This is an optimization exercise on Yosys and OpenROAD, whose aim is small area, not a production implementation.
Function was checked by simulation only, so behaviour that the tests miss may differ from the original.
Power and IR drop assume default switching activity.

[flow/run.sh]
#!/bin/bash
# synth_recipe.tcl (not shown) runs the flow's synth.tcl, then flattens the netlist and writes it again
# the make line also repeats each setting of config.mk as NAME=value (left out here)
make -C /OpenROAD-flow-scripts/flow DESIGN_CONFIG=/design/flow/config.mk WORK_HOME=/design/flow/orfs CLKGATE_MAP_FILE= SYNTH_SCRIPT=/design/flow/synth_recipe.tcl finish
[flow/config.mk]
export PLATFORM = sky130hd
export DESIGN_NAME = lockInTop
export DESIGN_NICKNAME = lockInTop
export VERILOG_FILES = /design/flow/design.v
export SDC_FILE = /design/flow/constraint.sdc
export NUM_CORES = 4
export LEC_CHECK = 0
export CAP_MARGIN = 20
export CORE_MARGIN = 2
export CORE_UTILIZATION = 40
export SLEW_MARGIN = 20
[flow/constraint.sdc]
create_clock -name core_clock -period 10.0 [get_ports {clk}]
set_input_delay 2.0000 -clock core_clock [delete_from_list [all_inputs] [get_ports {clk}]]
set_output_delay 2.0000 -clock core_clock [all_outputs]
set_load 0.01 [all_outputs]
[flow/design.v]
package lockInPkg;
    typedef logic signed [15:0] sampleT;    
    typedef logic        [15:0] divT;       
    typedef logic        [7:0]  segCountT;  
    typedef logic signed [5:0]  modSlopeT;  
    typedef logic signed [25:0] modIntT;    
    typedef enum logic [3:0] {
        topHoldA,
        downA,
        downB,
        downC,
        bottomHold,
        upA,
        upB,
        upC,
        topHoldB
    } shapeStateT;
    typedef enum logic [2:0] {
        zeroA,
        positive,
        zeroMid,
        negative,
        zeroB
    } windowStateT;
    typedef struct packed {
        logic fastTick;
        logic slowTick;    
    } tickT;
    typedef struct packed {
        modSlopeT slope;
        logic     periodStart;  
    } shapeT;
    localparam int holdLen     = 8;   
    localparam int slowRampLen = 10;
    localparam int fastRampLen = 2;
    localparam int slopeStep   = 1;   
endpackage
`timescale 1ns/100ps
module lockInControl (
    input  logic             clk,
    input  logic             rstN,
    input  lockInPkg::divT   divFast,
    input  lockInPkg::divT   divSlow,
    output lockInPkg::tickT  ticks,
    output lockInPkg::shapeT shape
);
    localparam lockInPkg::modSlopeT topSlope = lockInPkg::modSlopeT'(lockInPkg::slowRampLen + lockInPkg::fastRampLen);
    lockInPkg::divT        fastCount;
    lockInPkg::divT        slowCount;
    logic       fastWrap;
    logic       slowWrap;
    lockInPkg::shapeStateT shapeState;
    lockInPkg::shapeStateT nextState;
    lockInPkg::segCountT   segCount;
    lockInPkg::segCountT   nextCount;
    lockInPkg::modSlopeT   slopeDelta;
    logic       nextPeriodStart;
    assign fastWrap = (fastCount == divFast - lockInPkg::divT'(1));
    assign slowWrap = (slowCount == divSlow - lockInPkg::divT'(1));
    always_ff @(posedge clk or negedge rstN) begin
        if (!rstN) begin
            fastCount <= '0;
            slowCount <= '0;
            ticks     <= '0;
        end else begin
            ticks.fastTick <= fastWrap;
            ticks.slowTick <= fastWrap && slowWrap;  
            if (fastWrap) begin
                fastCount <= '0;
                slowCount <= slowWrap ? lockInPkg::divT'(0) : slowCount + lockInPkg::divT'(1);
            end else begin
                fastCount <= fastCount + lockInPkg::divT'(1);
            end
        end
    end
    function automatic lockInPkg::segCountT segLen(input lockInPkg::shapeStateT s);
        case (s)
            lockInPkg::topHoldA, lockInPkg::topHoldB:     segLen = lockInPkg::segCountT'(lockInPkg::holdLen / 2);
            lockInPkg::downA, lockInPkg::downC, lockInPkg::upA, lockInPkg::upC: segLen = lockInPkg::segCountT'(lockInPkg::slowRampLen);
            lockInPkg::downB, lockInPkg::upB:             segLen = lockInPkg::segCountT'(lockInPkg::fastRampLen);
            default:                segLen = lockInPkg::segCountT'(lockInPkg::holdLen);  
        endcase
    endfunction
    always_comb begin
        if (segCount == segLen(shapeState) - lockInPkg::segCountT'(1)) begin
            nextCount = '0;
            if (shapeState == lockInPkg::topHoldB) begin
                nextState = lockInPkg::topHoldA;
            end else begin
                nextState = lockInPkg::shapeStateT'(shapeState + 4'd1);
            end
        end else begin
            nextCount = segCount + lockInPkg::segCountT'(1);
            nextState = shapeState;
        end
    end
    always_comb begin
        case (nextState)
            lockInPkg::downA, lockInPkg::downC: slopeDelta = lockInPkg::modSlopeT'(-lockInPkg::slopeStep);
            lockInPkg::downB:        slopeDelta = lockInPkg::modSlopeT'(-2 * lockInPkg::slopeStep);  
            lockInPkg::upA, lockInPkg::upC:     slopeDelta = lockInPkg::modSlopeT'(lockInPkg::slopeStep);
            lockInPkg::upB:          slopeDelta = lockInPkg::modSlopeT'(2 * lockInPkg::slopeStep);
            default:      slopeDelta = '0;                          
        endcase
    end
    assign nextPeriodStart = (nextState == lockInPkg::topHoldB) &&
                             (nextCount == lockInPkg::segCountT'(lockInPkg::holdLen / 2 - 1));
    always_ff @(posedge clk or negedge rstN) begin
        if (!rstN) begin
            shapeState <= lockInPkg::topHoldA;
            segCount   <= '0;
            shape      <= '0;
        end else if (ticks.slowTick) begin
            shapeState        <= nextState;
            segCount          <= nextCount;
            shape.periodStart <= nextPeriodStart;
            if (nextState == lockInPkg::topHoldA) begin
                shape.slope <= topSlope;  
            end else begin
                shape.slope <= shape.slope + slopeDelta;
            end
        end
    end
endmodule
`timescale 1ns/100ps
module modulationIntegrator (
    input  logic              clk,
    input  logic              rstN,
    input  lockInPkg::divT    divSlow,
    input  lockInPkg::tickT   ticks,
    input  lockInPkg::shapeT  shape,
    output lockInPkg::modIntT modOut
);
    lockInPkg::modIntT divSlowExt;
    lockInPkg::modIntT offset;
    lockInPkg::modIntT slopeExt;
    assign divSlowExt = lockInPkg::modIntT'({10'd0, divSlow});
    assign offset = (divSlowExt <<< 2) + (divSlowExt <<< 1);
    assign slopeExt = lockInPkg::modIntT'(shape.slope);  
    always_ff @(posedge clk or negedge rstN) begin
        if (!rstN) begin
            modOut <= '0;
        end else if (ticks.fastTick) begin
            if (shape.periodStart) begin
                modOut <= offset;             
            end else begin
                modOut <= modOut + slopeExt;
            end
        end
    end
endmodule
`timescale 1ns/100ps
module demodChannel #(
    parameter int demodWidth = 16,
    parameter int zeroLen    = 10,
    parameter int activeLen  = 20,
    parameter bit quadrature = 1'b0
) (
    input  logic                         clk,
    input  logic                         rstN,
    input  lockInPkg::tickT              ticks,
    input  lockInPkg::sampleT            sIn,
    output logic signed [demodWidth-1:0] demodOut
);
    typedef logic signed [demodWidth-1:0] sumT;
    localparam lockInPkg::windowStateT startState = quadrature ? lockInPkg::positive : lockInPkg::zeroA;
    localparam lockInPkg::segCountT    startCount =
        quadrature ? lockInPkg::segCountT'(activeLen / 2 - 1) : lockInPkg::segCountT'(0);
    lockInPkg::windowStateT winState;
    lockInPkg::windowStateT nextState;
    lockInPkg::segCountT    winCount;
    lockInPkg::segCountT    nextCount;
    logic        lastStep;
    sumT         accSum;
    function automatic lockInPkg::segCountT winLen(input lockInPkg::windowStateT s);
        case (s)
            lockInPkg::positive, lockInPkg::negative: winLen = lockInPkg::segCountT'(activeLen);
            lockInPkg::zeroMid:            winLen = lockInPkg::segCountT'(zeroLen);
            default:            winLen = lockInPkg::segCountT'(zeroLen / 2);  
        endcase
    endfunction
    always_comb begin
        if (winCount == winLen(winState) - lockInPkg::segCountT'(1)) begin
            nextCount = '0;
            case (winState)
                lockInPkg::zeroA:    nextState = lockInPkg::positive;
                lockInPkg::positive: nextState = lockInPkg::zeroMid;
                lockInPkg::zeroMid:  nextState = lockInPkg::negative;
                lockInPkg::negative: nextState = lockInPkg::zeroB;
                default:  nextState = lockInPkg::zeroA;
            endcase
        end else begin
            nextCount = winCount + lockInPkg::segCountT'(1);
            nextState = winState;
        end
    end
    assign lastStep = (nextState == lockInPkg::zeroB) &&
                      (nextCount == lockInPkg::segCountT'(zeroLen / 2 - 1));
    always_ff @(posedge clk or negedge rstN) begin
        if (!rstN) begin
            winState <= startState;
            winCount <= startCount;
            accSum   <= '0;
            demodOut <= '0;
        end else if (ticks.slowTick) begin
            winState <= nextState;
            winCount <= nextCount;
            case (nextState)
                lockInPkg::positive: accSum <= accSum + sumT'(sIn);
                lockInPkg::negative: accSum <= accSum - sumT'(sIn);
                lockInPkg::zeroB: begin
                    if (lastStep) begin
                        demodOut <= accSum;
                        accSum   <= '0;
                    end
                end
                default: begin
                    accSum <= accSum;  
                end
            endcase
        end
    end
endmodule
`timescale 1ns/100ps
module lockInTop #(
    parameter int demodWidth = 16
) (
    input  logic                         clk,
    input  logic                         rstN,
    input  lockInPkg::divT               divFast,
    input  lockInPkg::divT               divSlow,
    input  lockInPkg::sampleT            sIn,
    output lockInPkg::modSlopeT          modSlope,
    output lockInPkg::modIntT            modOut,
    output logic signed [demodWidth-1:0] demodF,
    output logic signed [demodWidth-1:0] demodFQ,
    output logic signed [demodWidth-1:0] demod2f,
    output logic signed [demodWidth-1:0] demod2fQ,
    output logic signed [demodWidth-1:0] demod3f,
    output logic signed [demodWidth-1:0] demod3fQ
);
    localparam int fZeroLen    = 10;
    localparam int fActiveLen  = 20;
    localparam int f2ZeroLen   = 4;
    localparam int f2ActiveLen = 11;
    localparam int f3ZeroLen   = 2;
    localparam int f3ActiveLen = 8;
    lockInPkg::tickT  ticks;
    lockInPkg::shapeT shape;
    lockInControl lockInControl_i (
        .clk     (clk),
        .rstN    (rstN),
        .divFast (divFast),
        .divSlow (divSlow),
        .ticks   (ticks),
        .shape   (shape)
    );
    modulationIntegrator modulationIntegrator_i (
        .clk     (clk),
        .rstN    (rstN),
        .divSlow (divSlow),
        .ticks   (ticks),
        .shape   (shape),
        .modOut  (modOut)
    );
    assign modSlope = shape.slope;
    demodChannel #(.demodWidth(demodWidth), .zeroLen(fZeroLen),
                   .activeLen(fActiveLen), .quadrature(1'b0)) demodF_i (
        .clk(clk), .rstN(rstN), .ticks(ticks), .sIn(sIn), .demodOut(demodF)
    );
    demodChannel #(.demodWidth(demodWidth), .zeroLen(fZeroLen),
                   .activeLen(fActiveLen), .quadrature(1'b1)) demodFQ_i (
        .clk(clk), .rstN(rstN), .ticks(ticks), .sIn(sIn), .demodOut(demodFQ)
    );
    demodChannel #(.demodWidth(demodWidth), .zeroLen(f2ZeroLen),
                   .activeLen(f2ActiveLen), .quadrature(1'b0)) demod2f_i (
        .clk(clk), .rstN(rstN), .ticks(ticks), .sIn(sIn), .demodOut(demod2f)
    );
    demodChannel #(.demodWidth(demodWidth), .zeroLen(f2ZeroLen),
                   .activeLen(f2ActiveLen), .quadrature(1'b1)) demod2fQ_i (
        .clk(clk), .rstN(rstN), .ticks(ticks), .sIn(sIn), .demodOut(demod2fQ)
    );
    demodChannel #(.demodWidth(demodWidth), .zeroLen(f3ZeroLen),
                   .activeLen(f3ActiveLen), .quadrature(1'b0)) demod3f_i (
        .clk(clk), .rstN(rstN), .ticks(ticks), .sIn(sIn), .demodOut(demod3f)
    );
    demodChannel #(.demodWidth(demodWidth), .zeroLen(f3ZeroLen),
                   .activeLen(f3ActiveLen), .quadrature(1'b1)) demod3fQ_i (
        .clk(clk), .rstN(rstN), .ticks(ticks), .sIn(sIn), .demodOut(demod3fQ)
    );
endmodule
==> impl_metrics.yaml <==
final_layout:
  regArea_um2: 8440
  post-route-cell-area_um2: 27500
  regMostFlops: "modulationIntegrator_i.modOut"
  area_growth_pct: 16.2
  final_nets: 2974
  fill_cells: 5606
  final_cells: 3540
  largest_reg_flops: 26
  multi_input_area_um2: 14400
  final_core_util_pct: 46.9
  drive_above_1_share_pct: 8.10
synth:
  synthSimpleGateAreaFrac_pct: 17.7
  synth_compound_area_share_pct: 16.2
  ys_seq_area_share_pct: 35.6
  synth_seq_cells: 337
  synth_top_family_by_area: "simple AND/OR/NAND/NOR gates"
  yosys.area_share.adder_pct: 10.2
  synth_edf_count: 0
  synth_flop_cell: "dfrtp_1"
  yosys_warnings: 8
  synth_fp_nets: 2866
  netlist_area_um2: 23700
  synth_largest_area_cell: "dfrtp_1"
  post-synth-top-area-fraction_pct: 34.7
  yosysUniqueCellTypes: 81
  postSynthCellCount: 2628
  yosys.area_share.xor_xnor_pct: 11.3
  synth.area.top_cells: "dfrtp_1 (35%), ha_1 (9.4%), xor2_1 (5.7%)"
  postSynth.asyncResetShare_pct: 100
  avgSynthCellArea_um2: 9.02
  synthMuxAreaShare_pct: 5.07
die:
  core_area_um2: 58800
  num_rows: 89
  die_y_um: 247
  dieArea_um2: 61200
  chipWidth_um: 247
  initial_utilization_pct: 40.3
  io_pins: 178
sta:
  relSlewSlack_pct: 29.5
  hold_viol_final: 0
  setup_viol: 0
  timing.final.crit_share_pct: 67.7
  clock.fmax_mhz: 148
  worst-slew-pin-transition_ns: 1.03
  skew_ns: 0.0309
  tns_ns: 0
  slew_viol_final: 0
  rsz0062_at_grt: "false"
  fin_crit_ns: 6.77
clocking:
  clock_latency_ns: 0.59
  cts_setup_buffers: 0
  cts_resized: 0
  holdBufCountCts: 0
  cts_tree: "yes"
  ctsRootBufferMaster: "clkbuf_16"
  clkSinkCount: 337
  cts.clk_slew.worst_paths_ns: 0.06
  cts_made_buffers: 42
  htreeDepth: 2
  clk_path_buf_depth: 3
job:
  maxCapViolCount: 0
min_path:
  hp-start: "demod3fQ_i.demodOut[0]"
  hp-class: "reg2reg"
detailed_routing:
  ant_nets: 0
  viasPerCell: 5.48
  drcViolationCount: 0
  dr.pass1.iters: 6
  num_vias: 19400
  routed_wl_um: 62500
  first_iter_violations: 1301
  drt-wirelength-per-cell_um: 17.6
power_and_ir_drop:
  p_leak_nw: 12.9
  powerDensity_nw_per_um2: 122
  ir_worst_vdd_mv: 0.0956
global_routing:
  antenna_found_initial: 3
  grt_pass1_vias: 19100
  grt_overflow: 0
  grt_pass1_wl_um: 100000
  grtUsageTotal_pct: 20.2
  grt_max_degree: 125
placement:
  place.gp.congestion: 0.921
  hpwl_um: 45600
  dp_cells: 3464
  io_buffers: 177
  placed_area_um2: 26100
worst_setup_path:
  crit_start: "sIn[0]"
  worstSetupPathType: "in2reg"
  r2r-start: "demodFQ_i.winState[2]"
  required_ns: 10.44
  cp.arrival_ns: 7.22
  path_cells: "clkdlybuf4s50_1 -> inv_1 -> ha_1 -> nand2_2 -> or3_1 -> or3_1 -> or3_1 -> or3_1 -> or3_1 -> nand2_1 -> xor2_1 -> ha_1 -> and4_1 -> a221oi_1 -> xnor2_1 -> o211ai_1 -> o31ai_1"
  crit_fanout: 8
  cp-start-kind: "primary input"
  cpMostUsedCell: "or3_1"
  critPathSlowestCell: "clkdlybuf4s50_1"
  cpPeakStageDelay_ns: 0.74
  cp-end-kind: "register"
outcome:
  status: "finished clean"
[Yosys cell counts (10+ instances only)]
master	count
clkbuf_1	101
o2bb2ai_1	22
ha_1	179
o21bai_1	15
and2_1	18
nand2_1	294
o21a_1	25
xor2_1	154
nand2b_1	41
a31oi_1	32
buf_1	15
nor2_1	153
and3_1	37
a211oi_1	17
mux2_2	89
a21oi_1	127
o211ai_1	10
or3_1	34
nand4_1	26
a21o_1	32
a22o_1	29
nand3_1	86
or2_2	11
dfrtp_1	329
o22ai_1	20
o31ai_1	24
o21ai_0	167
xnor2_1	148
nor4_1	13
nor2b_1	34
nor3_1	66
inv_1	100
mux2i_1	20
[per-stage QoR]
| stage | hold slack [ns] | power [mW] | worst slack [ns] |
|---|---|---|---|
| 3_3_place_gp | 0.459 | 1.78 | 2.83 |
| 2_1_floorplan | 0.433 | 1.66 | 3.88 |
| 3_5_place_dp | 0.469 | 1.79 | 2.69 |
| 6_report | 0.476 | 3.35 | 3.23 |
| 4_1_cts | 0.484 | 3.40 | 3.31 |
| 5_1_grt | 0.508 | 3.49 | 2.99 |
[worst max-delay path, delay by kind of cell]
kind                     cells  cell delay [ns]
adder cells (fa/ha/maj)      2             0.64
buffers and inverters        2             0.90
AO/OA/AOI/OAI                3             0.55
AND/OR/NAND/NOR              8             2.81
XOR/XNOR                     2             0.31
[cells by family (layout without fill, tap and decap cells)]
logic type                 count (synthesis)  count (layout)
other                                      0               1
AOI/OAI and AO/OA                        595             595
muxes                                    109             109
buffers and inverters                    233             371
DFF                                      337             337
adders and majority gates                188             188
xor gates and xnor gates                 304             304
and+or+nand+nor                          862             862
[layout make-up]
class                           instances  share of cell area, %
Antenna cell                            1                0.00908
Sequential cell                       337                   30.7
Multi-Input combinational cell       2058                   52.2
Inverter                              101                   1.38
Clock buffer                           57                   4.42
Timing Repair Buffer                  196                   7.03
Clock inverter                         17                  0.813
Tap cell                              773                   3.51
[path summary, 6_finish.rpt]
| kind | end | slack (ns) | cells after the start |
|---|---|---|---|
| worst min-delay path | demod3fQ_i.demodOut[0] | 0.48 | 2 |
| worst max-delay path | demod2fQ_i.accSum[15] | 3.23 | 17 |
| worst max register to register | demodFQ_i.accSum[13] | 4.17 | 22 |
| worst min register to register | demod3fQ_i.demodOut[0] | 0.48 | 2 |
| max in group asynchronous | lockInControl_i.ticks[0] | 6.49 | 3 |
| min in group asynchronous | lockInControl_i.fastCount[4] | 1.42 | 1 |
[per-layer routing]
| metal | vias to the layer above | global-route usage (%) | wire length, µm |
|---|---|---|---|
| met5 | - | 0 | 11 |
| met4 | 2 | 6.29 | 1570 |
| met3 | 89 | 2.87 | 2660 |
| met2 | 379 | 32.5 | 28400 |
| met1 | 9406 | 28.1 | 29800 |
| li1 | 9513 | - | - |
[placed cells by master, fill, tap and decap left out, types with 20 or more instances in the layout]
master	synthesis	layout
a22o_1	29	29
nor2b_1	34	34
nor2_1	153	152
inv_1	100	100
and3_1	37	37
mux2_2	89	89
nand2b_1	41	41
a21o_1	32	32
or3_1	34	33
a21oi_1	127	126
nand3_1	86	86
nand4_1	26	26
o2bb2ai_1	22	22
o21ai_0	167	167
nor3_1	66	66
xnor2_1	148	148
o31ai_1	24	24
clkbuf_16	0	42
dfrtp_1	329	328
nand2_1	294	294
ha_1	179	179
o21a_1	25	25
clkdlybuf4s50_1	0	176
xor2_1	154	154
a31oi_1	32	32
o22ai_1	20	20
[power breakdown]
group / total [mW] / internal [mW] / switching, mW
logic: 0.373 / 0.154 / 0.219
clock network: 1.59 / 0.959 / 0.629
registers: 1.39 / 1.38 / 0.0179

## afterwards: timing with drivers on the ports
No port has a modelled driver above. Below, the same layout with a new extraction and two added sets of constraints.
Step 1 (the two cells are an assumption about what drives the block):
set clk [get_ports {clk}]
set_driving_cell -lib_cell sky130_fd_sc_hd__clkbuf_16 $clk
set_driving_cell -lib_cell sky130_fd_sc_hd__buf_2 [delete_from_list [all_inputs] $clk]
Step 2 times the ports against the registers' clock, not the clock port: input delays grow and output delays shrink by t, the midpoint of the rising clock arrivals with the driver on.
a / b / c = no drivers / after step 1 / after step 2; a / b = the first two.
t (ns): 0.629
setup slack, ns: 3.226 / 3.264 / 2.635
worst hold slack (ns): 0.476 / 0.476 / 0.476
clock arrival spread, ns: 0.033 / 0.034
pins driven straight from the clock port: 1
After both steps setup and hold are still met in this run. The setup slack of this run moves by +0.038 ns with the drivers and by -0.591 ns with both steps.
